Background: an optimization exercise with open tools, aiming at small area, a short achievable clock period and few clock cycles per item. Do not read the settings as production practice.
In this exercise RTL edits were held to simulation tests only and were not proved equivalent to the original.

==> inputs of v16 <==
// fltr_sched
module fltr_sched #(
   parameter int unsigned NCH  = 4,
   parameter int unsigned TAPS = 4,
   parameter int unsigned DW   = 16,
   parameter int unsigned CW   = 16,
   parameter int unsigned OW   = 32
) (
   input  logic                     clk,
   input  logic                     rst_n,
   input  logic [NCH-1:0]           req_vld,
   input  logic [NCH*DW-1:0]        req_data,
   output logic [NCH-1:0]           req_rdy,
   input  logic                     cfg_we,
   input  logic [$clog2(TAPS)-1:0]  cfg_addr,
   input  logic [CW-1:0]            cfg_coef,
   output logic                     cfg_busy,
   output logic                     out_vld,
   input  logic                     out_rdy,
   output logic [$clog2(NCH)-1:0]   out_ch,
   output logic [OW-1:0]            out_data
);
make LEC_CHECK=0 CAP_MARGIN=20 CORE_MARGIN=2 CORE_UTILIZATION=40 SETUP_SLACK_MARGIN=5 SLEW_MARGIN=20 SYNTH_HIERARCHICAL=1 SYNTH_MINIMUM_KEEP_SIZE=0 finish   # period 11.0 ns
run.sh (not shown) runs the stock make flow with config.mk's settings and CLKGATE_MAP_FILE= SYNTH_SCRIPT=/design/flow/synth_recipe.tcl, a recipe that flattens the netlist after the stock synthesis.
==> v34 (differences from v16) <==
--- a/flow/design.v
+++ b/flow/design.v
@@ -17,36 +17,41 @@
    output logic                     out_vld,
    input  logic                     out_rdy,
    output logic [$clog2(NCH)-1:0]   out_ch,
    output logic [OW-1:0]            out_data
 );
    logic [1:0]        last_q;
-   logic [3:0][15:0]  coef_q;
+   logic [3:0][7:0]   bone, btwo, bneg;    
    logic [3:0][2:0][15:0] hist_q;    
    logic [3:0][1:0]   cnt_q;         
    logic [3:0][15:0]  op_q;          
    logic              a_vld_q;
    logic [1:0]        a_ch_q;
    logic              o_vld_q;
    logic [1:0]        o_ch_q;
-   logic [33:0]       o_acc_q;
-   logic [3:0] gnt;
-   logic [1:0] gnt_ch;
+   logic [33:0]       o_ra_q, o_rb_q;
+   logic [3:0][3:0] hp;
    always_comb begin
-      logic [1:0] idx;
-      gnt    = '0;
-      gnt_ch = last_q;
-      for (int n = 3; n >= 0; n--) begin
-         idx = last_q + 2'(n + 1);
-         if (req_vld[idx]) begin
-            gnt      = '0;
-            gnt[idx] = 1'b1;
-            gnt_ch   = idx;
+      for (int g = 0; g < 4; g++) begin
+         logic seen;
+         hp[g] = '0;
+         seen  = 1'b0;
+         for (int n = 1; n < 4; n++) begin
+            logic [1:0] idx;
+            idx = last_q + 2'(n);
+            if (idx == 2'(g)) seen = 1'b1;
+            if (!seen) hp[g][idx] = 1'b1;
          end
       end
    end
+   logic [3:0] gnt;
+   logic [1:0] gnt_ch;
+   always_comb begin
+      for (int g = 0; g < 4; g++) gnt[g] = req_vld[g] && ((req_vld & hp[g]) == 4'b0);
+      gnt_ch = {gnt[3] | gnt[2], gnt[3] | gnt[1]};
+   end
    logic out_move, acc_ok, hs;
    assign out_move = !o_vld_q || out_rdy;
    assign acc_ok   = !a_vld_q || out_move;
    assign hs       = acc_ok && (req_vld != 4'b0);
    assign req_rdy  = acc_ok ? gnt : 4'b0;
    logic [3:0][15:0] op_d;
@@ -57,32 +62,24 @@
          for (int k = 1; k < 4; k++)
             if (gnt[c] && cnt_q[c] >= 2'(k)) op_d[k] = op_d[k] | hist_q[c][k-1];
       end
    end
    logic [3:0][15:0] d;
    assign d = op_q;
-   logic [3:0][7:0] bone, btwo, bneg;
+   logic [7:0] wone, wtwo, wneg;
    always_comb begin
-      for (int k = 0; k < 4; k++)
-         for (int j = 0; j < 8; j++) begin
-            logic b2, b1, b0;
-            b2 = coef_q[k][2*j+1];
-            b1 = coef_q[k][2*j];
-            b0 = (j == 0) ? 1'b0 : coef_q[k][2*j-1];
-            bone[k][j] = b1 ^ b0;
-            btwo[k][j] = (b2 & !b1 & !b0) | (!b2 & b1 & b0);
-            bneg[k][j] = b2 & !(b1 & b0);
-         end
+      for (int j = 0; j < 8; j++) begin
+         logic b2, b1, b0;
+         b2 = cfg_coef[2*j+1];
+         b1 = cfg_coef[2*j];
+         b0 = (j == 0) ? 1'b0 : cfg_coef[2*j-1];
+         wone[j] = b1 ^ b0;
+         wtwo[j] = (b2 & !b1 & !b0) | (!b2 & b1 & b0);
+         wneg[j] = b2 & !(b1 & b0);
+      end
    end
-   logic [3:0][7:0] bp1, bn1, bp2, bn2;
-   logic [3:0][15:0] dn;
-   assign dn = ~d;
-   assign bp1 = bone & ~bneg;
-   assign bn1 = bone & bneg;
-   assign bp2 = btwo & ~bneg;
-   assign bn2 = btwo & bneg;
    wire pp0_0_0 = ((bone[0][0] & d[0][0])) ^ bneg[0][0];
    wire pp0_0_1 = ((bone[0][0] & d[0][1]) | (btwo[0][0] & d[0][0])) ^ bneg[0][0];
    wire pp0_0_2 = ((bone[0][0] & d[0][2]) | (btwo[0][0] & d[0][1])) ^ bneg[0][0];
    wire pp0_0_3 = ((bone[0][0] & d[0][3]) | (btwo[0][0] & d[0][2])) ^ bneg[0][0];
    wire pp0_0_4 = ((bone[0][0] & d[0][4]) | (btwo[0][0] & d[0][3])) ^ bneg[0][0];
    wire pp0_0_5 = ((bone[0][0] & d[0][5]) | (btwo[0][0] & d[0][4])) ^ bneg[0][0];
@@ -621,13 +618,12 @@
    wire pp3_7_11 = ((bone[3][7] & d[3][11]) | (btwo[3][7] & d[3][10])) ^ bneg[3][7];
    wire pp3_7_12 = ((bone[3][7] & d[3][12]) | (btwo[3][7] & d[3][11])) ^ bneg[3][7];
    wire pp3_7_13 = ((bone[3][7] & d[3][13]) | (btwo[3][7] & d[3][12])) ^ bneg[3][7];
    wire pp3_7_14 = ((bone[3][7] & d[3][14]) | (btwo[3][7] & d[3][13])) ^ bneg[3][7];
    wire pp3_7_15 = ((bone[3][7] & d[3][15]) | (btwo[3][7] & d[3][14])) ^ bneg[3][7];
    wire pp3_7_16 = ~(((bone[3][7] & d[3][15]) | (btwo[3][7] & d[3][15])) ^ bneg[3][7]);
-   logic [33:0] acc;
    wire fs1, fc1;
    fltr_fa u_fs1 (.a(bneg[0][6]), .b(bneg[1][6]), .c(bneg[2][6]), .s(fs1), .co(fc1));
    wire fs2, fc2;
    fltr_fa u_fs2 (.a(bneg[3][6]), .b(pp0_0_12), .c(pp0_1_10), .s(fs2), .co(fc2));
    wire fs3, fc3;
    fltr_fa u_fs3 (.a(pp0_0_13), .b(pp0_1_11), .c(pp0_2_9), .s(fs3), .co(fc3));
@@ -1721,41 +1717,77 @@
    fltr_fa u_fs517 (.a(fc455), .b(fs487), .c(fc486), .s(fs517), .co(fc517));
    wire fs518, fc518;
    fltr_fa u_fs518 (.a(hs29), .b(fc457), .c(fc487), .s(fs518), .co(fc518));
    wire [33:0] row_a = {1'b1, fc518, fc517, fc516, fc515, fc514, fc513, fc512, fc511, fc510, fc509, fc508, fc507, fc506, fc505, fc504, fc503, fc502, fc501, fc500, fc499, fc498, fc497, fc496, fc495, fc494, fc493, fc492, fc491, fc490, fc489, fc488, hc30, hs30};
    wire [33:0] row_b = {1'b0, hc29, fs518, fs517, fs516, fs515, fs514, fs513, fs512, fs511, fs510, fs509, fs508, fs507, fs506, fs505, fs504, fs503, fs502, fs501, fs500, fs499, fs498, fs497, fs496, fs495, fs494, fs493, fs492, fs491, fs490, fs489, fs488, fs399};
    assign acc = row_a + row_b;
+   logic [30:0] pg_g, pg_p;
+   logic [30:0] gl [0:5];
+   logic [30:0] pl [0:5];
+   assign pg_g = o_ra_q[30:0] & o_rb_q[30:0];
+   assign pg_p = o_ra_q[30:0] ^ o_rb_q[30:0];
+   assign gl[0] = pg_g;
+   assign pl[0] = pg_p;
+   for (genvar l = 0; l < 5; l++) begin : g_ks
+      for (genvar i = 0; i < 31; i++) begin : g_bit
+         if (i >= (1 << l)) begin : g_op
+            assign gl[l+1][i] = gl[l][i] | (pl[l][i] & gl[l][i - (1 << l)]);
+            assign pl[l+1][i] = pl[l][i] & pl[l][i - (1 << l)];
+         end else begin : g_pass
+            assign gl[l+1][i] = gl[l][i];
+            assign pl[l+1][i] = pl[l][i];
+         end
+      end
+   end
+   logic [31:0] cy;           
+   assign cy = {gl[5], 1'b0};
+   logic [30:0] s_lo;
+   assign s_lo = pg_p ^ cy[30:0];
+   logic [2:0] s_hi0, s_hi1;
+   assign s_hi0 = o_ra_q[33:31] + o_rb_q[33:31];
+   assign s_hi1 = o_ra_q[33:31] + o_rb_q[33:31] + 3'd1;
+   logic ovf0, ovf1, ovf, sgn;
+   assign ovf0 = !(s_hi0 == 3'b000 || s_hi0 == 3'b111);
+   assign ovf1 = !(s_hi1 == 3'b000 || s_hi1 == 3'b111);
+   assign ovf  = cy[31] ? ovf1 : ovf0;
+   assign sgn  = cy[31] ? s_hi1[2] : s_hi0[2];
    logic [31:0] sat;
-   assign sat = (o_acc_q[33:31] == 3'b000 || o_acc_q[33:31] == 3'b111) ? o_acc_q[31:0] :
-                o_acc_q[33] ? 32'h8000_0000 : 32'h7FFF_FFFF;
+   assign sat = ovf ? {sgn, {31{!sgn}}} : {cy[31] ? s_hi1[0] : s_hi0[0], s_lo};
    always_ff @(posedge clk or negedge rst_n) begin
       if (!rst_n) begin
          last_q  <= 2'd3;
-         coef_q  <= '0;
+         bone    <= '0;
+         btwo    <= '0;
+         bneg    <= '0;
          cnt_q   <= '0;
          a_vld_q <= 1'b0;
          o_vld_q <= 1'b0;
       end else begin
-         if (cfg_we && !a_vld_q) coef_q[cfg_addr] <= cfg_coef;
-         if (hs) begin
-            last_q <= gnt_ch;
-            if (cnt_q[gnt_ch] != 2'd3) cnt_q[gnt_ch] <= cnt_q[gnt_ch] + 2'd1;
+         if (cfg_we && !a_vld_q) begin
+            bone[cfg_addr] <= wone;
+            btwo[cfg_addr] <= wtwo;
+            bneg[cfg_addr] <= wneg;
          end
+         if (hs) last_q <= gnt_ch;
+         for (int c = 0; c < 4; c++)
+            if (hs && gnt[c] && cnt_q[c] != 2'd3) cnt_q[c] <= cnt_q[c] + 2'd1;
          if (acc_ok) a_vld_q <= hs;
          if (out_move) o_vld_q <= a_vld_q;
       end
    end
    always_ff @(posedge clk) begin
-      if (hs) begin
+      if (acc_ok) begin
          op_q   <= op_d;
          a_ch_q <= gnt_ch;
-         hist_q[gnt_ch] <= {hist_q[gnt_ch][1:0], op_d[0]};
       end
+      for (int c = 0; c < 4; c++)
+         if (hs && gnt[c]) hist_q[c] <= {hist_q[c][1:0], req_data[16*c +: 16]};
       if (out_move) begin
          o_ch_q  <= a_ch_q;
-         o_acc_q <= acc;
+         o_ra_q  <= row_a;
+         o_rb_q  <= row_b;
       end
    end
    assign cfg_busy = a_vld_q;
    assign out_vld  = o_vld_q;
    assign out_ch   = o_ch_q;
    assign out_data = sat;
==> flow/flow/run.sh (new file) <==
#!/bin/bash
# Standard synthesis (bash standard.sh synth) and the standard layout, with a larger
# setup slack margin for ORFS's repair_timing steps so the layout is optimised beyond the
# 11 ns constraint. Logs: synth.log, layout.log (ORFS's per-step logs are under orfs/logs).
set -uo pipefail
MARGIN=6.0
bash standard.sh synth > synth.log 2>&1 || { tail -50 synth.log; exit 1; }
bash standard.sh SETUP_SLACK_MARGIN=$MARGIN "BUFFER_PORTS_ARGS=-buffer_cell sky130_fd_sc_hd__buf_4" REMOVE_ABC_BUFFERS=1 finish > layout.log 2>&1 || { tail -50 layout.log; exit 1; }
==> flow/standard.sh (new file) <==
#!/bin/bash
# synth_recipe.tcl (not shown) runs the flow's synth.tcl, then flattens the netlist and writes it again
# the make line also repeats each setting of config.mk as NAME=value (left out here)
make -C /OpenROAD-flow-scripts/flow DESIGN_CONFIG=/design/flow/config.mk WORK_HOME=/design/flow/orfs CLKGATE_MAP_FILE= SYNTH_SCRIPT=/design/flow/synth_recipe.tcl "${@:-finish}"
- CORE_UTILIZATION: 40 -> 60
- SETUP_SLACK_MARGIN: 5 -> unset
removed: flow/run.sh
==> out/results.txt <==
Status -> complete, no violations
Number of synthesized flops with an enable pin -> 294
Drt initial violations -> 4664
Initial antenna violation count -> 7
Worst Path Max Fanout -> 5
Synth Area in Compound Gates -> 19.2%
Largest stage delay, worst path -> 0.55 ns
# the run above: v16

==> out/results.txt <==
Status -> complete, no violations
Initial antenna violation count -> 4
Synth Area in Compound Gates -> 16.5%
Number of synthesized flops with an enable pin -> 326
# the run above: v34

Testbench counts of v16, summed over its fixed seeds: cycles 2,064, items 2,048.
Testbench counts of v34, summed over its fixed seeds: cycles 2,064, items 2,048.

what the ideal ports hide:
The flow's constraints put no driver on any port. The routed layouts listed below were extracted and timed again, unchanged, in two steps. Step 1 sets driving cells, clkbuf_16 on the clock port and buf_2 on the other inputs (assumed; they add their load-dependent delay and slew). Step 2, shift: input delay + t, output delay - t, t = (earliest + latest rising clock arrival at the registers) / 2. This alone moves slack from input paths to output paths. Three values: ideal ports, drivers, drivers and shift; two values: the first two.
run | shift t [ns] | setup slack, ns | hold slack, ns | worst register clock-pin slew, ns
v16 | 0.710 | 3.904 / 3.904 / 3.904 | 0.533 / 0.533 / 0.533 | 0.07 / 0.07
v34 | 0.671 | 5.159 / 5.093 / 5.658 | 0.422 / 0.422 / 0.422 | 0.07 / 0.07
After both steps setup and hold are still met in every run listed.
